Source: an optimization exercise on an open RTL-to-GDS flow (aim: small area and a short achievable clock period). Production flows keep margins and buffers that such runs may drop.
At most, simulation tests tie the RTL to the original design; equivalence was not proved.
For runs 1, 3 and 4, only the layout was checked, not whether the RTL still works.
No activity file was given, so power comes from the tool's default toggle rates.

==> flow/design.v, too long to show whole: its modules and the start of the top module <==
// module mm_dot3: 867 lines
// module mm_dot3_fin: 56 lines
// module mm_fa: 4 lines
// module mm_ha: 4 lines
// module mm_xnor: 3 lines
// module mm_or: 3 lines
// module mm_top: 231 lines
module mm_top (
  input  logic        clk,
  input  logic        rst_n,
  input  logic        i_awvalid,
  output logic        o_awready,
  input  logic [7:0]  i_awaddr,
  input  logic        i_wvalid,
  output logic        o_wready,
  input  logic [31:0] i_wdata,
  input  logic [3:0]  i_wstrb,
  output logic        o_bvalid,
  input  logic        i_bready,
  output logic [1:0]  o_bresp,
  input  logic        i_arvalid,
  output logic        o_arready,
  input  logic [7:0]  i_araddr,
  output logic        o_rvalid,
  input  logic        i_rready,
  output logic [31:0] o_rdata,
  output logic [1:0]  o_rresp
);
  // ...
==> flow/flow/run.sh <==
#!/bin/bash
# Layout flow: the standard ORFS flow (standard.sh: unchanged synthesis,
# scripts and settings from config.mk) with two layout changes:
#  - the port buffers that placement inserts are the smallest buffer instead of
#    the one buffer_ports picks by default (timing repair still resizes any on a
#    critical path);
#  - before the first resizing, split_ready.tcl puts the internal loads of the
#    gate that drives o_awready/o_wready behind a buffer of their own.
set -euo pipefail
here=$(pwd)
export BUFFER_PORTS_ARGS="-buffer_cell sky130_fd_sc_hd__buf_1"
export PRE_RESIZE_TCL="$here/flow/split_ready.tcl"
bash standard.sh > standard.log 2>&1
==> flow/flow/split_ready.tcl <==
# o_awready and o_wready are one gate of the write valids, which also drives
# the write logic inside. Move those inside loads behind a buffer of their
# own, so that the gate drives only the two port buffers and timing repair
# can make the port-to-port path short.
set obufs {}
set gnet ""
foreach port {o_awready o_wready} {
  foreach pin [get_pins -of_objects [get_nets $port]] {
    if {[get_property $pin direction] == "output"} {
      set inst [get_cells -of_objects $pin]
      lappend obufs [get_full_name $inst]
      foreach ipin [get_pins -of_objects $inst -filter "direction == input"] {
        set gnet [get_full_name [get_nets -of_objects $ipin]]
      }
    }
  }
}
set inside {}
foreach pin [get_pins -of_objects [get_nets $gnet]] {
  if {[get_property $pin direction] != "input"} { continue }
  if {[lsearch -exact $obufs [get_full_name [get_cells -of_objects $pin]]] >= 0} { continue }
  lappend inside [get_full_name $pin]
}
puts "split_ready: net $gnet, port buffers $obufs, [llength $inside] inside loads"
if {[llength $obufs] == 2 && [llength $inside] > 0} {
  insert_buffer -buffer_cell sky130_fd_sc_hd__buf_2 -net $gnet -load_pins $inside
}
==> flow/standard.sh <==
#!/bin/bash
# synth_recipe.tcl (not shown) runs the flow's synth.tcl, then flattens the netlist and writes it again
# the make line also repeats each setting of config.mk as NAME=value (left out here)
make -C /OpenROAD-flow-scripts/flow DESIGN_CONFIG=/design/flow/config.mk WORK_HOME=/design/flow/orfs CLKGATE_MAP_FILE= SYNTH_SCRIPT=/design/flow/synth_recipe.tcl "${@:-finish}"
==> flow/config.mk <==
export PLATFORM = sky130hd
export DESIGN_NAME = mm_top
export DESIGN_NICKNAME = mm_top
export VERILOG_FILES = /design/flow/design.v
export SDC_FILE = /design/flow/constraint.sdc
export NUM_CORES = 4
export LEC_CHECK = 0
export ABC_CLOCK_PERIOD_IN_PS = 4000
export CAP_MARGIN = 20
export CORE_MARGIN = 2
export CORE_UTILIZATION = 60
export CTS_CLUSTER_DIAMETER = 100
export CTS_CLUSTER_SIZE = 24
export PLACE_DENSITY = 0.7
export SETUP_SLACK_MARGIN = 4.55
export SLEW_MARGIN = 20
export SYNTH_HIERARCHICAL = 1
==> flow/constraint.sdc <==
create_clock -name core_clock -period 8.0 [get_ports {clk}]
set_input_delay 1.6000 -clock core_clock [delete_from_list [all_inputs] [get_ports {clk}]]
set_output_delay 1.6000 -clock core_clock [all_outputs]
set_load 0.01 [all_outputs]
==> implementation parameters, run 1 <==
Parameter                              Value

Clock network
  CTS-repair resized insts    62
  Maximum buffer depth of the clock tree    3
  Post-CTS setup-driven buffer insertion count    4

Floorplan
  Starting density of the core    0.605
  Die H    185 um

Final layout
  ANT cells    0
  Flip-flop and latch share of the layout cell area    0.461
  Flip-flop and latch count    413
  Most used cells in the layout excluding fill and tap cells    sky130_fd_sc_hd__dfxtp_1 (268), sky130_fd_sc_hd__nand2_1 (197), sky130_fd_sc_hd__fa_1 (159)
  Clock network contribution to total cell area    0.0290
  Leading cell type in the layout, fill and taps excluded    sky130_fd_sc_hd__dfxtp_1
  Area of all sequential standard cells    9390 um^2

Worst setup path
  Worst-path cell chain    buf_1 -> and3b_2 -> buf_6

Yosys
  Cell with the most instances after synthesis    sky130_fd_sc_hd__dfxtp_1
  Share of async-settable or async-resettable flops after synthesis    0.0775

STA
  RSZ-0062 raised after global routing    true
  Worst-case clock skew    0.00933 ns
  Final-layout setup total negative slack    0 ns
  Worst path setup slack after routing    4.36 ns

GRT
  Global-route wire length before repair    66400 um
  GR Layer Usage met2    0.427

Pwr
  Total power draw    3.37 mW
  Peak supply drop    0.000167 V
  Power of the combinational group    0.102 mW
  Power Density    166 nW/um^2

Placement
  IO Port Bufs    69

Job
  Max cap viols    0

Status
  Result of the run  timing/DRC/antenna clean
==> module mm_top, before the edit <==
module mm_top (
  input  logic        clk,
  input  logic        rst_n,
  input  logic        i_awvalid,
  output logic        o_awready,
  input  logic [7:0]  i_awaddr,
  input  logic        i_wvalid,
  output logic        o_wready,
  input  logic [31:0] i_wdata,
  input  logic [3:0]  i_wstrb,
  output logic        o_bvalid,
  input  logic        i_bready,
  output logic [1:0]  o_bresp,
  input  logic        i_arvalid,
  output logic        o_arready,
  input  logic [7:0]  i_araddr,
  output logic        o_rvalid,
  input  logic        i_rready,
  output logic [31:0] o_rdata,
  output logic [1:0]  o_rresp
);
  logic        bvalid_q;
  logic        bslverr_q;
  logic        start_q;
  logic        clear_q;
  logic        busy_q;
  logic        done_q;
  logic [2:0]  cnt_q;
  logic [17:0] mask_q;
  logic        full_q;
  logic        full;
  logic        accept;
  logic        wr_go;
  logic        wr_ctrl;
  logic        wr_opnd;
  logic [4:0]  wr_slot;
  logic        opnd_we;
  assign wr_go     = i_awvalid && i_wvalid && !bvalid_q;
  assign o_awready = wr_go;
  assign o_wready  = wr_go;
  assign wr_ctrl = (i_awaddr == 8'h00);
  assign wr_opnd = (i_awaddr[1:0] == 2'b00) &&
                   ((i_awaddr[7:6] == 2'b01) || (i_awaddr[7:3] == 5'b10000));
  assign wr_slot = i_awaddr[6:2] - 5'd16;
  assign opnd_we = wr_go && wr_opnd && !busy_q;
  always_ff @(posedge clk or negedge rst_n) begin
    if (!rst_n) begin
      bvalid_q <= 1'b0;
      start_q  <= 1'b0;
      clear_q  <= 1'b0;
    end else begin
      if (bvalid_q && i_bready) bvalid_q <= 1'b0;
      if (wr_go) bvalid_q <= 1'b1;
      start_q <= wr_go && wr_ctrl && i_wdata[0];
      clear_q <= wr_go && wr_ctrl && i_wdata[1];
    end
  end
  always_ff @(posedge clk) begin
    if (wr_go) bslverr_q <= !(wr_ctrl || (wr_opnd && !busy_q));
  end
  assign o_bvalid = bvalid_q;
  assign o_bresp  = {bslverr_q, 1'b0};
  logic [2:0] ph_i_q;
  logic [2:0] ph_j_q;
  logic [2:0] ph_j_next;
  assign ph_j_next = ph_i_q[2] ? {ph_j_q[1:0], ph_j_q[2]} : ph_j_q;
  always_ff @(posedge clk or negedge rst_n) begin
    if (!rst_n) begin
      ph_i_q <= 3'b001;
      ph_j_q <= 3'b001;
    end else begin
      ph_i_q <= {ph_i_q[1:0], ph_i_q[2]};
      ph_j_q <= ph_j_next;
    end
  end
  logic [2:0]        wr_row;
  logic [2:0]        wr_col;
  logic              wr_a;
  logic              wr_b;
  logic [7:0]        a_q [3][3];
  logic [7:0]        b_q [3][3];
  logic [7:0]        bsel_q [3];
  always_comb begin
    wr_a = opnd_we && (wr_slot < 5'd9);
    wr_b = opnd_we && (wr_slot >= 5'd9);
    for (int r = 0; r < 3; r++) begin
      wr_row[r] = 1'b0;
      wr_col[r] = 1'b0;
      for (int c = 0; c < 3; c++) begin
        wr_row[r] = wr_row[r] | (wr_slot == 5'(3 * r + c)) | (wr_slot == 5'(9 + 3 * r + c));
        wr_col[r] = wr_col[r] | (wr_slot == 5'(3 * c + r)) | (wr_slot == 5'(9 + 3 * c + r));
      end
    end
  end
  always_ff @(posedge clk) begin
    for (int k = 0; k < 3; k++) begin
      for (int g = 0; g < 3; g++) begin
        if (wr_a && wr_col[k] &&
            ((ph_i_q[0] && wr_row[(g + 1) % 3]) ||
             (ph_i_q[1] && wr_row[(g + 2) % 3]) ||
             (ph_i_q[2] && wr_row[g])))
          a_q[k][g] <= i_wdata[7:0];
        else
          a_q[k][g] <= a_q[k][(g + 1) % 3];
      end
    end
  end
  always_ff @(posedge clk) begin
    for (int r = 0; r < 3; r++)
      for (int c = 0; c < 3; c++)
        if (wr_b && wr_row[r] && wr_col[c]) b_q[r][c] <= i_wdata[7:0];
  end
  always_ff @(posedge clk) begin
    for (int k = 0; k < 3; k++)
      bsel_q[k] <= ({8{ph_j_next[0]}} & b_q[k][0]) |
                   ({8{ph_j_next[1]}} & b_q[k][1]) |
                   ({8{ph_j_next[2]}} & b_q[k][2]);
  end
  always_ff @(posedge clk or negedge rst_n) begin
    if (!rst_n) begin
      mask_q <= '0;
      full_q <= 1'b0;
    end else begin
      full_q <= (&mask_q) && !clear_q;
      if (clear_q) begin
        mask_q <= '0;
      end else if (opnd_we) begin
        mask_q[wr_slot] <= 1'b1;
      end
    end
  end
  assign full = full_q;
  assign accept = start_q && full && !busy_q;
  always_ff @(posedge clk or negedge rst_n) begin
    if (!rst_n) begin
      busy_q <= 1'b0;
      done_q <= 1'b0;
    end else if (accept) begin
      busy_q <= 1'b1;
      done_q <= 1'b0;
    end else if (busy_q && cnt_q == 3'd7) begin
      busy_q <= 1'b0;
      done_q <= 1'b1;
    end
  end
  always_ff @(posedge clk) begin
    if (accept) cnt_q <= 3'd0;
    else if (busy_q) cnt_q <= cnt_q + 3'd1;
  end
  logic [47:0] dot_st;
  logic [47:0] st_q;
  logic [15:0] fin_n0;
  logic [15:0] fin_n1;
  logic [15:0] sum;
  logic        ring_we;
  logic [15:0] ring_q [9];
  mm_dot3 u_dot (
    .i_a0 (a_q[0][0]),
    .i_a1 (a_q[1][0]),
    .i_a2 (a_q[2][0]),
    .i_b0 (bsel_q[0]),
    .i_b1 (bsel_q[1]),
    .i_b2 (bsel_q[2]),
    .o_st (dot_st)
  );
  always_ff @(posedge clk) st_q <= dot_st;
  mm_dot3_fin u_fin (
    .i_st (st_q),
    .o_n0 (fin_n0),
    .o_n1 (fin_n1)
  );
  assign sum     = ~(fin_n0 + fin_n1 + 16'd1);
  assign ring_we = accept || busy_q;
  always_ff @(posedge clk) begin
    ring_q[0] <= ring_we ? sum : ring_q[8];
    for (int p = 1; p < 9; p++) ring_q[p] <= ring_q[p-1];
  end
  logic        arready_q;
  logic        rvalid_q;
  logic        rslverr_q;
  logic [15:0] rdata_q;
  logic        ar_go;
  logic        rd_ctrl;
  logic        rd_stat;
  logic        rd_res;
  logic [8:0]  rd_k;
  logic [8:0]  phase;
  logic [8:0]  rd_pos;
  logic [15:0] rd_val;
  logic [15:0] rd_data;
  assign ar_go   = i_arvalid && arready_q;
  assign rd_ctrl = (i_araddr == 8'h00);
  assign rd_stat = (i_araddr == 8'h04);
  assign rd_res  = (i_araddr[7] == 1'b1) && (i_araddr[1:0] == 2'b00) &&
                   (i_araddr[6:2] <= 5'd8);
  always_comb begin
    for (int f = 0; f < 9; f++) phase[f] = ph_j_q[f / 3] && ph_i_q[f % 3];
    for (int k = 0; k < 9; k++) rd_k[k] = (i_araddr[5:2] == 4'(k));
    for (int p = 0; p < 9; p++) begin
      rd_pos[p] = 1'b0;
      for (int k = 0; k < 9; k++) rd_pos[p] = rd_pos[p] | (rd_k[k] & phase[(p + 3 * (k % 3) + k / 3 + 2) % 9]);
    end
    rd_val = '0;
    for (int p = 0; p < 9; p++) rd_val = rd_val | ({16{rd_pos[p]}} & ring_q[p]);
    rd_data = '0;
    if (rd_res) rd_data = rd_val;
    else if (rd_stat) rd_data = {13'd0, full, done_q, busy_q};
  end
  always_ff @(posedge clk or negedge rst_n) begin
    if (!rst_n) begin
      arready_q <= 1'b0;
      rvalid_q  <= 1'b0;
    end else if (ar_go) begin
      arready_q <= 1'b0;
      rvalid_q  <= 1'b1;
    end else begin
      if (rvalid_q && i_rready) rvalid_q <= 1'b0;
      arready_q <= !rvalid_q || i_rready;
    end
  end
  always_ff @(posedge clk) begin
    if (ar_go) begin
      rslverr_q <= !(rd_ctrl || rd_stat || rd_res);
      rdata_q   <= rd_data;
    end
  end
  assign o_arready = arready_q;
  assign o_rvalid  = rvalid_q;
  assign o_rresp   = {rslverr_q, 1'b0};
  assign o_rdata   = {{16{rdata_q[15]}}, rdata_q};
endmodule
==> run 2: changes to the inputs <==
--- a/flow/design.v
+++ b/flow/design.v
@@ -1001,7 +1001,7 @@
   logic        done_q;
   logic [2:0]  cnt_q;
   logic [17:0] mask_q;
-  logic        full_q;
+  logic        newbit_q;
   logic        full;
   logic        accept;
   logic        wr_go;
@@ -1092,18 +1092,19 @@
   end
   always_ff @(posedge clk or negedge rst_n) begin
     if (!rst_n) begin
-      mask_q <= '0;
-      full_q <= 1'b0;
+      mask_q   <= '0;
+      newbit_q <= 1'b0;
     end else begin
-      full_q <= (&mask_q) && !clear_q;
+      newbit_q <= 1'b0;
       if (clear_q) begin
         mask_q <= '0;
       end else if (opnd_we) begin
         mask_q[wr_slot] <= 1'b1;
+        newbit_q        <= !mask_q[wr_slot];
       end
     end
   end
-  assign full = full_q;
+  assign full = (&mask_q) && !newbit_q;
   assign accept = start_q && full && !busy_q;
   always_ff @(posedge clk or negedge rst_n) begin
     if (!rst_n) begin
==> run 2 against run 1 <==
Against the previous run:
- sequential share of layout area decreased by 0.42 points
- critical path depth increased by 1
- via count decreased by 1.0%
- utilization increased by 1.8 points
- clock power about the same
==> implementation parameters, run 2 <==
Parameter                              Value

Pwr
  Peak supply drop    0.000181 V (+8.7%)
  Static Leak    7.02 nW
  Total power draw    3.39 mW (+0.45%)
  Power Density    165 nW/um^2 (-0.40%)

Clock network
  CTS sink cnt    413
  Maximum buffer depth of the clock tree    3 (unchanged)
  Clock transition at path regs    0.09 ns
  Hold-fix buffers at CTS    0
  Root buffer cell    sky130_fd_sc_hd__clkbuf_16
  Clk latency of the worst-skew pair    0.53 ns
  # H-tree levels    1
  TritonCTS clock tree    done
  Number of buffers created by CTS    21

Yosys
  Post-synthesis simple-gate area fraction    0.107
  Combinational family with the most area after synthesis    adder cells
  Fraction of synthesized cell area taken by the top area cell type    0.299
  #FFs+latches synth    413
  Post-Synth XOR/XNOR Area    0.0111
  Number of enable flip-flop cells after synthesis    90
  Number of warnings printed during yosys synthesis    15
  Post-synth top flop    sky130_fd_sc_hd__dfxtp_1
  Top cell types by occurrence after synthesis    sky130_fd_sc_hd__dfxtp_1 (291), sky130_fd_sc_hd__nand2_1 (209), sky130_fd_sc_hd__fa_1 (159), sky130_fd_sc_hd__buf_4 (128), sky130_fd_sc_hd__edfxtp_1 (90)
  Cell with the most instances after synthesis    sky130_fd_sc_hd__dfxtp_1
  Leading area contributor after synthesis    sky130_fd_sc_hd__dfxtp_1
  Top post-synthesis cells by area    sky130_fd_sc_hd__dfxtp_1 (30%), sky130_fd_sc_hd__fa_1 (16%), sky130_fd_sc_hd__edfxtp_1 (14%)
  Share of synthesized area occupied by flip-flops and latches    0.479
  Area share of fa/ha/maj cells after synthesis    0.180
  Total standard cell area after synthesis    19500 um^2
  Average footprint of a synthesized cell    12.0 um^2
  Share of async-settable or async-resettable flops after synthesis    0.0775 (unchanged)
  Number of distinct library cells after synthesis    89
  Share of cell area taken by muxes after synthesis    0.0517
  Gate Count Post-Synth    1623
  Synth Area in Compound Gates    0.0969

Floorplan
  Core area    31700 um^2
  Horizontal die dimension    184 um
  Starting density of the core    0.614 (+0.00879)
  Die area    33900 um^2
  Std-Cell Rows    65
  IO Pins    100
  Die H    184 um (-0.29%)

STA
  Share of the clock period used by the worst path    0.441
  Final count of hold timing violations    0
  RSZ-0062 raised after global routing    true
  Min Tclk post-route    3.53 ns
  Count of final setup violators    0
  Final-layout setup total negative slack    0 ns (unchanged)
  Top achievable clock speed    284 MHz
  Tightest slew margin relative to the limit    0.348
  Worst path setup slack after routing    4.47 ns (+0.119 ns)
  Worst-case clock skew    0.0198 ns (+0.0105 ns)
  Max-slew violation total from the final report    0
  Slew at the pin with the worst max-slew slack    0.977 ns

Detailed routing
  First-pass DRT Iterations    8
  Detailed-routing wirelength on met1    18200 um
  Total number of vias    11900
  Detail Route Antenna Nets    0
  Detailed-route DRC error count    0
  Wirelength, routed    41500 um
  Post-DR vias/cell    6.02
  Iteration-0 DRC Markers    1107
  Detailed-route wire length per cell    21.1 um
  Amount of wire on met2 after detailed routing    19400 um
  Detail Route met3 WL    3070 um
  Top layer reached by signal wires    met4

Final layout
  ANT cells    0 (unchanged)
  Fillcell total    2419
  Share of post-route cells with drive strength above 1    0.122
  Post-layout net count    1804
  Layout Area Growth over Synthesis    5.45%
  Most used cells in the layout excluding fill and tap cells    sky130_fd_sc_hd__dfxtp_1 (265), sky130_fd_sc_hd__nand2_1 (209), sky130_fd_sc_hd__fa_1 (159)
  Leading cell type in the layout, fill and taps excluded    sky130_fd_sc_hd__dfxtp_1
  Registers with the highest flip-flop counts    ring_q x144, a_q x72, b_q x72
  Final standard cell count with taps included and fillers excluded    1973
  Number of flip-flops in the largest register    144
  Register with the most flip-flops    ring_q

Worst setup path
  Launching point of the worst reg2reg path    bsel_q[2][4]
  Worst Setup Path Type    primary input to output port
  Crit-path leading delay family    buffers and inverters
  Reg2Reg Depth    7
  Cell seen most often among critical-path stages    sky130_fd_sc_hd__buf_6
  Capture point of the worst reg-to-reg path    st_q[31]
  Flop2flop setup slack    4.62 ns
  Worst Setup SP    i_wvalid
  Worst setup endpoint    o_wready
  Number of gates on the worst path with buffers counted    4
  Data required time of the worst path    6.40 ns
  Max incr delay on CP    0.11 ns
  Critical path arrival    1.93 ns
  Worst-path cell chain    buf_6 -> nand3_4 -> inv_4 -> buf_6
  CP Buf/Inv Count    3
  Critical path fanouts, max    3
  Setup crit end kind    output port
  Kind of launch point of the worst setup path    primary input
  Slowest cell on the critical path    sky130_fd_sc_hd__buf_6

GRT
  Antenna violations before repair    0
  Overall Global Routing Usage    0.251
  Global-route wire length before repair    66000 um (-0.52%)
  Maximum number of pins on one net before global-route repair    35
  Vias in the first global route    12000
  Total gr overflow    0

Hold path
  Hold/Removal Path Class    register to register

Placement
  Worst slack at placement    3.07 ns
  Final estimated routing congestion in global placement    0.892
  Number of instances in the placed design    1920
  IO Port Bufs    69 (unchanged)
  Sum of net half-perimeters after detailed placement    28400 um

Job
  Max cap viols    0 (unchanged)

Status
  Result of the run  timing/DRC/antenna clean
## run 2: logic make-up (layout without fill, tap and decap cells)
family,count (synthesis),after routing
AO/OA/AOI/OAI,241,241
XOR/XNOR,23,23
adder cells (fa/ha/maj),184,184
buffers and inverters,240,187
flip-flops,413,413
multiplexers,85,85
other,1,2
AND/OR/NAND/NOR,436,436
## run 2: final cells by class
type	instances	area [um^2]	area share
flip-flops and latches	413	9380	0.457
repair buffers	98	687	0.0335
well taps	402	503	0.0245
inverters	56	220	0.0107
clock inverters	1	16.3	0.000792
multi-input cells	971	9140	0.445
clock buffers	32	577	0.0281
## run 2: stage by stage
stage	utilization	area, um^2	hold slack [ns]
global placement	0.607	19200	0.331
global route	0.647	20500	0.357
floorplan	-	19700	0.326
detailed placement	0.607	19300	0.335
finish	0.647	20500	0.350
CTS	0.637	20200	0.352
## run 2: how the worst min path moves through the flow
stage | end | cells after the start | from | slack, ns
finish | ring_q[4][11] | 0 | ring_q[3][11] | 0.35
floorplan | ring_q[6][12] | 0 | ring_q[5][12] | 0.33
global route | ring_q[6][6] | 0 | ring_q[5][6] | 0.36
global placement | ring_q[3][1] | 0 | ring_q[2][1] | 0.33
detailed placement | ring_q[6][12] | 0 | ring_q[5][12] | 0.34
CTS | ring_q[6][6] | 0 | ring_q[5][6] | 0.35
## run 2: report_power, final
group          switching (mW)  internal (mW)
combinational          0.0802         0.0369
sequential            0.00515           2.13
clock                   0.625          0.506
total                   0.710           2.68
## run 2: timing repair
| action | 4_1_cts | 5_1_grt |
|---|---|---|
| pin swaps | 4 | 2 |
| setup buffers | 13 | 7 |
| endpoints found under the hold margin | 0 | 0 |
| gates resized for setup | 68 | 50 |
| endpoints found under the setup margin | 168 | 167 |
## run 2: routing by layer
| layer | vias to the layer above | track usage |
|---|---|---|
| li1 | 5434 | - |
| met1 | 5889 | 0.352 |
| met2 | 481 | 0.414 |
| met3 | 66 | 0.0429 |
| met4 | 0 | 0.0515 |
| met5 | - | 0 |
## run 2: modules after synthesis, one instance, submodules excluded
module,cell area [um^2],flip-flops and latches,copies in the design
mm_fa,20.0,0,158
mm_top,14500,413,1
mm_dot3,1360,0,1
mm_xnor,8.76,0,10
mm_dot3_fin,264,0,1
mm_or,6.26,0,10
mm_ha,12.5,0,2
==> run 3: changes to the inputs <==
--- a/flow/design.v
+++ b/flow/design.v
@@ -1001,7 +1001,7 @@
   logic        done_q;
   logic [2:0]  cnt_q;
   logic [17:0] mask_q;
-  logic        newbit_q;
+  logic        full_q;
   logic        full;
   logic        accept;
   logic        wr_go;
@@ -1092,19 +1092,18 @@
   end
   always_ff @(posedge clk or negedge rst_n) begin
     if (!rst_n) begin
-      mask_q   <= '0;
-      newbit_q <= 1'b0;
+      mask_q <= '0;
+      full_q <= 1'b0;
     end else begin
-      newbit_q <= 1'b0;
+      full_q <= (&mask_q) && !clear_q;
       if (clear_q) begin
         mask_q <= '0;
       end else if (opnd_we) begin
         mask_q[wr_slot] <= 1'b1;
-        newbit_q        <= !mask_q[wr_slot];
       end
     end
   end
-  assign full = (&mask_q) && !newbit_q;
+  assign full = full_q;
   assign accept = start_q && full && !busy_q;
   always_ff @(posedge clk or negedge rst_n) begin
     if (!rst_n) begin
--- a/flow/flow/run.sh
+++ b/flow/flow/run.sh
@@ -4,8 +4,9 @@
 #  - the port buffers that placement inserts are the smallest buffer instead of
 #    the one buffer_ports picks by default (timing repair still resizes any on a
 #    critical path);
-#  - before the first resizing, split_ready.tcl puts the internal loads of the
-#    gate that drives o_awready/o_wready behind a buffer of their own.
+#  - before the first resizing, split_ready.tcl makes the gate that drives
+#    o_awready/o_wready two fast stages if synthesis left it one AND gate, and
+#    puts its internal loads behind a buffer of their own.
 set -euo pipefail
 here=$(pwd)
 export BUFFER_PORTS_ARGS="-buffer_cell sky130_fd_sc_hd__buf_1"
==> flow/flow/split_ready.tcl (replaced) <==
# o_awready and o_wready come from one gate of the write valids, which also
# drives the write logic inside. Before the first resizing:
#  - a single AND3 / AND3B gate there becomes the NAND3 / NAND3B of the same
#    inputs and an inverter (the same function in two faster stages);
#  - the inside loads move behind a buffer of their own, so the gate drives
#    only the two port buffers.
set block [ord::get_db_block]
set obufs {}
set gnet ""
foreach port {o_awready o_wready} {
  foreach pin [get_pins -of_objects [get_nets $port]] {
    if {[get_property $pin direction] == "output"} {
      set inst [get_cells -of_objects $pin]
      lappend obufs [get_full_name $inst]
      foreach ipin [get_pins -of_objects $inst -filter "direction == input"] {
        set gnet [get_full_name [get_nets -of_objects $ipin]]
      }
    }
  }
}
set drv ""
foreach pin [get_pins -of_objects [get_nets $gnet]] {
  if {[get_property $pin direction] == "output"} { set drv [get_cells -of_objects $pin] }
}
set ref [get_property $drv ref_name]
puts "split_ready: net $gnet driven by [get_full_name $drv] ($ref), port buffers $obufs"
set nand ""
if {[string match "sky130_fd_sc_hd__and3b_*" $ref]} {
  set nand sky130_fd_sc_hd__nand3b_4
} elseif {[string match "sky130_fd_sc_hd__and3_*" $ref]} {
  set nand sky130_fd_sc_hd__nand3_4
}
if {$nand ne ""} {
  set db [ord::get_db]
  set old [get_full_name $drv]
  set oi [$block findInst $old]
  set loc [$oi getLocation]
  set conns {}
  foreach it [$oi getITerms] {
    set n [$it getNet]
    if {$n eq "NULL" || [[$it getMTerm] getSigType] ne "SIGNAL"} { continue }
    lappend conns [[$it getMTerm] getName] $n
  }
  odb::dbInst_destroy $oi
  set mid [odb::dbNet_create $block ${old}_n]
  set ni [odb::dbInst_create $block [$db findMaster $nand] ${old}_nand]
  set vi [odb::dbInst_create $block [$db findMaster sky130_fd_sc_hd__inv_4] ${old}_inv]
  foreach {pn n} $conns {
    if {$pn eq "X"} {
      [$vi findITerm Y] connect $n
    } else {
      [$ni findITerm $pn] connect $n
    }
  }
  [$ni findITerm Y] connect $mid
  [$vi findITerm A] connect $mid
  foreach i [list $ni $vi] {
    $i setLocation [lindex $loc 0] [lindex $loc 1]
    $i setPlacementStatus PLACED
  }
  puts "split_ready: $old ($ref) -> ${old}_nand ($nand) + ${old}_inv"
}
set inside {}
foreach pin [get_pins -of_objects [get_nets $gnet]] {
  if {[get_property $pin direction] != "input"} { continue }
  if {[lsearch -exact $obufs [get_full_name [get_cells -of_objects $pin]]] >= 0} { continue }
  lappend inside [get_full_name $pin]
}
puts "split_ready: [llength $inside] inside loads"
if {[llength $obufs] == 2 && [llength $inside] > 0} {
  insert_buffer -buffer_cell sky130_fd_sc_hd__buf_2 -net $gnet -load_pins $inside
}
==> run 3 against run 2 <==
Against the previous run:
- highest routed layer unchanged
- die area is 0.59% higher
- setup slack worse by 0.00071 ns
- hold slack worse by 0.0025 ns
- utilization is 1.2 points lower
- via count is 1.3% higher
- largest cell class unchanged
- global-route usage is 0.063 points lower
- clock-buffer cell count stayed put
==> implementation parameters, run 3 <==
Parameter                              Value

Clock network
  Root buffer cell    sky130_fd_sc_hd__clkbuf_16
  Clk latency of the worst-skew pair    0.53 ns (about the same)
  TritonCTS clock tree    done
  Maximum buffer depth of the clock tree    3 (unchanged)
  CTS sink cnt    413 (unchanged)
  Number of buffers created by CTS    21 (unchanged)
  Clock transition at path regs    0.09 ns (about the same)
  # H-tree levels    1 (unchanged)

Yosys
  Fraction of synthesized cell area taken by the top area cell type    0.297 (-0.00178)
  Total standard cell area after synthesis    19600 um^2 (+0.60%)
  Post-synth top flop    sky130_fd_sc_hd__dfxtp_1
  Top post-synthesis cells by area    sky130_fd_sc_hd__dfxtp_1 (30%), sky130_fd_sc_hd__fa_1 (16%), sky130_fd_sc_hd__edfxtp_1 (14%)
  Gate Count Post-Synth    1637 (+0.86%)
  Share of synthesized area occupied by flip-flops and latches    0.477 (-0.00285)
  Average footprint of a synthesized cell    12.0 um^2 (-0.26%)
  Cell with the most instances after synthesis    sky130_fd_sc_hd__dfxtp_1
  Leading area contributor after synthesis    sky130_fd_sc_hd__dfxtp_1
  Number of enable flip-flop cells after synthesis    90 (unchanged)
  Number of warnings printed during yosys synthesis    15 (unchanged)
  Share of async-settable or async-resettable flops after synthesis    0.0775 (unchanged)
  #FFs+latches synth    413 (unchanged)
  Top cell types by occurrence after synthesis    sky130_fd_sc_hd__dfxtp_1 (291), sky130_fd_sc_hd__nand2_1 (198), sky130_fd_sc_hd__fa_1 (159), sky130_fd_sc_hd__buf_4 (127), sky130_fd_sc_hd__edfxtp_1 (90)
  Number of distinct library cells after synthesis    82 (-7.9%)

STA
  Share of the clock period used by the worst path    0.441 (about the same)
  Final count of hold timing violations    0 (unchanged)
  Tightest slew margin relative to the limit    0.342 (-0.00645)
  Worst-case clock skew    0.0217 ns (+0.00188 ns)
  Top achievable clock speed    284 MHz (about the same)
  RSZ-0062 raised after global routing    true
  Min Tclk post-route    3.53 ns (+0.000710 ns)
  Slew at the pin with the worst max-slew slack    0.987 ns (+0.00968 ns)
  Count of final setup violators    0 (unchanged)
  Final-layout setup total negative slack    0 ns (unchanged)
  Max-slew violation total from the final report    0 (unchanged)

Pwr
  Internal cell power    2.69 mW (+0.39%)
  Proportion of total power due to net switching    0.209 (about the same)
  Power Density    165 nW/um^2 (+0.17%)
  Proportion of power drawn by combinational gates    0.032 (-0.003)
  Clock Power Share    0.338 (+0.004)
  Share of power burned in registers    0.629 (-0.003)
  Peak supply drop    0.000155 V (-14%)
  NetSw    0.712 mW (+0.29%)
  Static Leak    7.12 nW (+1.3%)

Placement
  Area of placed instances    19200 um^2 (-0.10%)
  Final estimated routing congestion in global placement    0.896 (+0.39%)
  IO Port Bufs    69 (unchanged)
  Sum of net half-perimeters after detailed placement    28500 um (+0.32%)

Final layout
  Post-layout net count    1827 (+1.3%)
  Layout Area Growth over Synthesis    5.03%
  Number of flip-flops in the largest register    144 (unchanged)
  Fillcell total    2534 (+4.8%)
  Leading cell type in the layout, fill and taps excluded    sky130_fd_sc_hd__dfxtp_1
  ANT cells    0 (unchanged)
  Most used cells in the layout excluding fill and tap cells    sky130_fd_sc_hd__dfxtp_1 (270), sky130_fd_sc_hd__nand2_1 (197), sky130_fd_sc_hd__fa_1 (159)
  Register with the most flip-flops    ring_q
  Share of post-route cells with drive strength above 1    0.151 (+0.0295)
  Post-Layout Inst Area    20600 um^2 (+0.19%)
  Registers with the highest flip-flop counts    ring_q x144, a_q x72, b_q x72

Worst setup path
  Crit-path leading delay family    buffers and inverters
  Setup crit end kind    output port
  Worst Setup Path Type    primary input to output port
  Critical path fanouts, max    3 (unchanged)
  CP Buf/Inv Count    3 (unchanged)
  Slowest cell on the critical path    sky130_fd_sc_hd__buf_6
  Max incr delay on CP    0.11 ns (about the same)
  Kind of launch point of the worst setup path    primary input
  Data required time of the worst path    6.40 ns (about the same)
  Worst-path cell chain    buf_8 -> nand3b_4 -> inv_4 -> buf_6
  Critical path arrival    1.93 ns (about the same)

GRT
  Vias in the first global route    12300 (+2.8%)
  Total gr overflow    0 (unchanged)
  Overall Global Routing Usage    0.250 (-0.000630)
  Maximum number of pins on one net before global-route repair    39 (+11%)
  Global-route wire length before repair    66300 um (+0.45%)
  Antenna violations before repair    0 (unchanged)

Status
  Result of the run  timing/DRC/antenna clean

Floorplan
  IO Pins    100 (unchanged)
  Horizontal die dimension    185 um (+0.29%)
  Die H    185 um (+0.29%)
  Die area    34100 um^2 (+0.59%)
  Std-Cell Rows    66 (+1.5%)
  Starting density of the core    0.605 (-0.00879)
  Core area    32400 um^2 (+2.1%)

Detailed routing
  Post-DR vias/cell    5.90 (-1.9%)
  Detailed-route wire length per cell    20.9 um (-0.74%)
  Detail Route Antenna Nets    0 (unchanged)
  Iteration-0 DRC Markers    1161 (+4.9%)
  Total number of vias    12000 (+1.3%)
  First-pass DRT Iterations    5 (-3)
  Detailed-route DRC error count    0 (unchanged)
  Wirelength, routed    42600 um (+2.5%)

Hold path
  Hold/Removal Path Class    register to register

Job
  Max cap viols    0 (unchanged)
[run 3: path summary, 6_finish.rpt]
| path | to | startpoint | depth (start not counted) | slack [ns] |
|---|---|---|---|---|
| max | o_awready | i_awvalid | 4 | 4.47 |
| min | ring_q[6][10] | ring_q[5][10] | 0 | 0.35 |
| max reg2reg | st_q[28] | bsel_q[0][2] | 6 | 4.62 |
| min reg2reg | ring_q[6][10] | ring_q[5][10] | 0 | 0.35 |
| max in group asynchronous | mask_q[0] | rst_n | 1 | 6.33 |
| min in group asynchronous | mask_q[11] | rst_n | 1 | 1.15 |
[run 3: metrics by stage]
stage / hold WS, ns / std cells / worst slack, ns / total power [mW] / util
floorplan: 0.324 / 1638 / 4.39 / 2.25 / -
global placement: 0.326 / 1972 / 3.41 / 2.28 / 0.594
detailed placement: 0.328 / 1974 / 3.34 / 2.28 / 0.594
CTS: 0.349 / 2013 / 4.43 / 3.41 / 0.620
global route: 0.354 / 2037 / 4.46 / 3.51 / 0.635
finish: 0.347 / 2037 / 4.47 / 3.40 / 0.635
[run 3: power by group through the flow]
stage / Sequential, mW / Combinational [mW] / Clock, mW
after CTS: 2.14 / 0.0968 / 1.17
after floorplan: 2.19 / 0.0589 / 0
final: 2.14 / 0.109 / 1.15
after global routing: 2.14 / 0.120 / 1.25
after detailed placement: 2.19 / 0.0927 / 0
after global placement: 2.19 / 0.0890 / 0
[run 3: kinds of logic after synthesis]
kind of cell               share of synthesized area
and+or+nand+nor                                0.119
DFF                                            0.477
AOI/OAI and AO/OA                             0.0944
buffers and inverters                         0.0741
adders and majority gates                      0.179
muxes                                         0.0468
xor gates and xnor gates                      0.0102
other                                       0.000191
[run 3: per-module statistics from Yosys, one instance, submodules excluded]
module       area, um^2  times used
mm_ha              12.5           2
mm_fa              20.0         158
mm_top            14600           1
mm_dot3_fin         264           1
mm_xnor            8.76          10
mm_or              6.26          10
mm_dot3            1360           1
[run 3: timing repair]
action	in CTS	in global routing
resized for setup	54	73
endpoints found under the setup margin	168	171
gates cloned	0	3
buffers inserted	5	21
hold buffers	0	0
pin swaps	2	11
[run 3: metal layers]
layer  vias up  wire length, um  track usage
met3        72             2480       0.0265
met4         0              972       0.0632
met1      6040            18200        0.342
met2       437            20900        0.430
met5         -                0            0
li1       5475                -            -
[run 3: worst register-to-register path, delay by kind of cell, from the launching register on]
family | cells | cell delay [ns]
adders and majority gates | 5 | 2.47
and+or+nand+nor | 1 | 0.18
DFF | 1 | 0.63
[run 3: cell type report]
cell class / instances / area, um^2 / share of cell area
multi-input combinational: 995 / 9120 / 0.444
clock buffer: 32 / 588 / 0.0286
sequential: 413 / 9380 / 0.456
timing repair buffer: 107 / 726 / 0.0353
inverter: 46 / 175 / 0.00852
tap: 442 / 553 / 0.0269
clock inverter: 2 / 20.0 / 0.000973
==> run 4: changes to the inputs <==
--- a/flow/config.mk
+++ b/flow/config.mk
@@ -9,8 +9,8 @@
 export CAP_MARGIN = 20
 export CORE_MARGIN = 2
 export CORE_UTILIZATION = 60
-export CTS_CLUSTER_DIAMETER = 100
-export CTS_CLUSTER_SIZE = 24
+export CTS_CLUSTER_DIAMETER = 120
+export CTS_CLUSTER_SIZE = 28
 export PLACE_DENSITY = 0.7
 export SETUP_SLACK_MARGIN = 4.55
 export SLEW_MARGIN = 20
==> run 4 against run 3 <==
Against the previous run:
- still clean
- global-route usage fell by 0.20 points
- clock-buffer cell count fell by 3
- cell count barely moved
- cell area fell by 0.16%
- non-clock buffer count rose by 3
- via count rose by 1.0%
- fmax barely moved
- utilization fell by 0.10 points
- largest cell class unchanged
==> implementation parameters, run 4 <==
Parameter                              Value

GRT
  Most crowded layer after global routing    met2
  Vias in the first global route    12300 (-0.24%)
  Maximum number of pins on one net before global-route repair    39 (unchanged)
  Overall Global Routing Usage    0.248 (-0.00203)
  Global-route wire length before repair    65800 um (-0.73%)
  Routing usage on met1    0.340 (-0.00160)
  Total gr overflow    0 (unchanged)
  Global-route track usage on met3    0.0269 (+0.000395)
  Antenna violations before repair    0 (unchanged)
  GR Layer Usage met2    0.425 (-0.00451)

Clock network
  Clock transition at path regs    0.11 ns (+0.02 ns)
  Maximum buffer depth of the clock tree    3 (unchanged)
  CTS sink cnt    413 (unchanged)
  Number of buffers created by CTS    18 (-14%)
  # H-tree levels    1 (unchanged)
  Clk latency of the worst-skew pair    0.53 ns (about the same)
  TritonCTS clock tree    done
  Root buffer cell    sky130_fd_sc_hd__clkbuf_16

STA
  RSZ-0062 raised after global routing    true
  Share of the clock period used by the worst path    0.441 (about the same)
  Min Tclk post-route    3.53 ns (+0.000600 ns)
  Worst hold margin    0.341 ns (-0.00593 ns)
  Final count of hold timing violations    0 (unchanged)
  Count of final setup violators    0 (unchanged)
  Worst path setup slack after routing    4.47 ns (-0.000600 ns)
  Tightest slew margin relative to the limit    0.336 (-0.00548)
  Max-slew violation total from the final report    0 (unchanged)
  Final-layout setup total negative slack    0 ns (unchanged)
  Top achievable clock speed    284 MHz (about the same)
  Slew at the pin with the worst max-slew slack    0.995 ns (+0.00821 ns)
  Worst-case clock skew    0.0210 ns (-0.000671 ns)

Yosys
  Cell with the most instances after synthesis    sky130_fd_sc_hd__dfxtp_1
  Total standard cell area after synthesis    19600 um^2 (unchanged)
  Average footprint of a synthesized cell    12.0 um^2 (unchanged)
  Gate Count Post-Synth    1637 (unchanged)
  Number of warnings printed during yosys synthesis    15 (unchanged)
  Post-synth top flop    sky130_fd_sc_hd__dfxtp_1
  Share of synthesized area occupied by flip-flops and latches    0.477 (unchanged)
  Fraction of synthesized cell area taken by the top area cell type    0.297 (unchanged)
  Top cell types by occurrence after synthesis    sky130_fd_sc_hd__dfxtp_1 (291), sky130_fd_sc_hd__nand2_1 (198), sky130_fd_sc_hd__fa_1 (159), sky130_fd_sc_hd__buf_4 (127), sky130_fd_sc_hd__edfxtp_1 (90)
  Leading area contributor after synthesis    sky130_fd_sc_hd__dfxtp_1
  Share of async-settable or async-resettable flops after synthesis    0.0775 (unchanged)
  #FFs+latches synth    413 (unchanged)
  Number of enable flip-flop cells after synthesis    90 (unchanged)
  Number of distinct library cells after synthesis    82 (unchanged)
  Top post-synthesis cells by area    sky130_fd_sc_hd__dfxtp_1 (30%), sky130_fd_sc_hd__fa_1 (16%), sky130_fd_sc_hd__edfxtp_1 (14%)

Placement
  Final estimated routing congestion in global placement    0.896 (unchanged)
  Area of placed instances    19200 um^2 (unchanged)
  Sum of net half-perimeters after detailed placement    28500 um (unchanged)
  IO Port Bufs    69 (unchanged)
  Worst slack at placement    3.34 ns (unchanged)

Final layout
  Share of post-route cells with drive strength above 1    0.150 (-0.00135)
  Registers with the highest flip-flop counts    ring_q x144, a_q x72, b_q x72
  Most used cells in the layout excluding fill and tap cells    sky130_fd_sc_hd__dfxtp_1 (269), sky130_fd_sc_hd__nand2_1 (197), sky130_fd_sc_hd__fa_1 (159)
  Leading cell type in the layout, fill and taps excluded    sky130_fd_sc_hd__dfxtp_1
  Layout Area Growth over Synthesis    4.86%
  Register with the most flip-flops    ring_q
  Post-Layout Inst Area    20500 um^2 (-0.16%)
  Post-layout net count    1828 (+0.055%)
  ANT cells    0 (unchanged)
  Fillcell total    2549 (+0.59%)
  Number of flip-flops in the largest register    144 (unchanged)

Detailed routing
  Wirelength, routed    42700 um (+0.35%)
  Detailed-route DRC error count    0 (unchanged)
  Post-DR vias/cell    5.96 (+0.97%)
  Detailed-route wire length per cell    21.0 um (+0.30%)
  First-pass DRT Iterations    8 (+3)
  Total number of vias    12100 (+1.0%)
  Iteration-0 DRC Markers    1318 (+14%)
  Detail Route Antenna Nets    0 (unchanged)

Floorplan
  Die H    185 um (unchanged)
  Die area    34100 um^2 (unchanged)
  Std-Cell Rows    66 (unchanged)
  IO Pins    100 (unchanged)
  Core area    32400 um^2 (unchanged)
  Horizontal die dimension    185 um (unchanged)
  Starting density of the core    0.605 (unchanged)

Worst setup path
  Critical path fanouts, max    3 (unchanged)
  Critical path arrival    1.93 ns (about the same)
  Kind of launch point of the worst setup path    primary input
  Setup crit end kind    output port
  Data required time of the worst path    6.40 ns (about the same)
  Flop2flop setup slack    4.61 ns (about the same)
  Worst Setup Path Type    primary input to output port

Job
  Max cap viols    0 (unchanged)

Pwr
  Power Density    161 nW/um^2 (-2.3%)
  Static Leak    7.12 nW (about the same)
  Peak supply drop    0.000145 V (-6.6%)

Status
  Result of the run  timing/DRC/antenna clean

Hold path
  Hold/Removal Path Class    register to register
-- run 4: cell types whose count changed in the layout (fill, tap and decap cells not counted), moves of 2 or more --
cell / previous run / this run
sky130_fd_sc_hd__buf_12: 7 / 10
sky130_fd_sc_hd__buf_4: 21 / 25
sky130_fd_sc_hd__buf_6: 6 / 4
sky130_fd_sc_hd__clkbuf_16: 23 / 21
sky130_fd_sc_hd__clkbuf_4: 3 / 1
sky130_fd_sc_hd__clkinv_2: 0 / 2
-- run 4: cell type report --
type	instances	area (um^2)	share of cell area
inverter	46	175	0.00853
tap	442	553	0.0269
clock inverter	2	10.0	0.000487
multi-input combinational	996	9110	0.444
timing repair buffer	110	790	0.0384
sequential	413	9380	0.457
clock buffer	29	513	0.0250
-- run 4: what timing repair did --
item,CTS,global route
resized for setup,62,66
pin swaps,3,17
setup endpoints to repair,168,171
setup buffers,9,19
hold buffers,0,0
cloned,0,5
-- run 4: path summary, 6_finish.rpt --
check,start,cells after the start,endpoint
max in group asynchronous,rst_n,1,mask_q[6]
min in group asynchronous,rst_n,1,mask_q[14]
hold / removal,ring_q[5][10],0,ring_q[6][10]
setup reg to reg,a_q[6][3],7,st_q[31]
setup / recovery,i_awvalid,4,o_awready
hold reg to reg,ring_q[5][10],0,ring_q[6][10]
-- run 4: cell families (layout without fill, tap and decap cells) --
group                    count (synthesis)  in the layout  share of synthesized area
XOR/XNOR                                21             21                     0.0102
buffers and inverters                  231            187                     0.0741
AND/OR/NAND/NOR                        464            464                      0.119
multiplexers                            82             82                     0.0468
other                                    1              2                   0.000191
flip-flops                             413            413                      0.477
AO/OA/AOI/OAI                          241            243                     0.0944
adder cells (fa/ha/maj)                184            184                      0.179
-- run 4: stage by stage --
stage | cells | util | power [mW]
global placement | 1972 | 0.594 | 2.28
global route | 2038 | 0.634 | 3.42
finish | 2038 | 0.634 | 3.32
floorplan | 1638 | - | 2.25
CTS | 2014 | 0.620 | 3.33
detailed placement | 1974 | 0.594 | 2.28
-- run 4: critical path, stage by stage --
cell and delay [ns]:
sky130_fd_sc_hd__buf_8 0.10, sky130_fd_sc_hd__nand3b_4 0.07, sky130_fd_sc_hd__inv_4 0.04, sky130_fd_sc_hd__buf_6 0.11
-- run 4: Yosys stat by module (local to each module, per instance) --
module	cells	cell area, um^2
mm_or	1	6.26
mm_xnor	1	8.76
mm_ha	1	12.5
mm_fa	1	20.0
mm_dot3	263	1360
mm_top	1161	14600
mm_dot3_fin	33	264
-- run 4: power by group --
group | switching (mW) | internal (mW) | total, mW
sequential | 0.00512 | 2.13 | 2.14
combinational | 0.0738 | 0.0405 | 0.114
clock | 0.612 | 0.449 | 1.06
-- run 4: per-layer routing --
layer,routed length (um),vias up,share of wire
li1,-,5474,-
met1,18200,6102,0.43
met2,20800,484,0.49
met3,2570,87,0.060
met4,1090,0,0.025
met5,0,-,0

-- port drivers added, routing unchanged --
How much do the figures lean on ideal ports? The routed layouts below were timed once more, with nothing changed but the port constraints.
Step 1 sets driving cells, clkbuf_16 on the clock port and buf_2 on the other inputs (assumed; they add their load-dependent delay and slew).
Step 2 also shifts input and output timing later by t, the mid clock arrival at the registers, as if the neighbouring blocks saw the same clock.
a / b / c = ideal ports / drivers / drivers and shift; a / b = the first two.
run	shift t [ns]	setup slack, ns	hold WS [ns]	latest minus earliest clock arrival (ns)	slew at the worst register clock pin (ns)
run 1	0.572	4.356 / 4.325 / 3.981	0.348 / 0.348 / 0.348	0.012 / 0.012	0.09 / 0.09
run 2	0.569	4.475 / 4.443 / 4.025	0.350 / 0.350 / 0.350	0.022 / 0.021	0.10 / 0.10
run 3	0.569	4.474 / 4.426 / 4.035	0.347 / 0.347 / 0.347	0.023 / 0.023	0.10 / 0.10
run 4	0.567	4.474 / 4.426 / 4.001	0.341 / 0.341 / 0.341	0.023 / 0.024	0.11 / 0.11
After both steps every run listed still meets setup and hold. The setup slack of run 4, which loses most, moves by -0.048 ns with the drivers and by -0.473 ns with both steps.
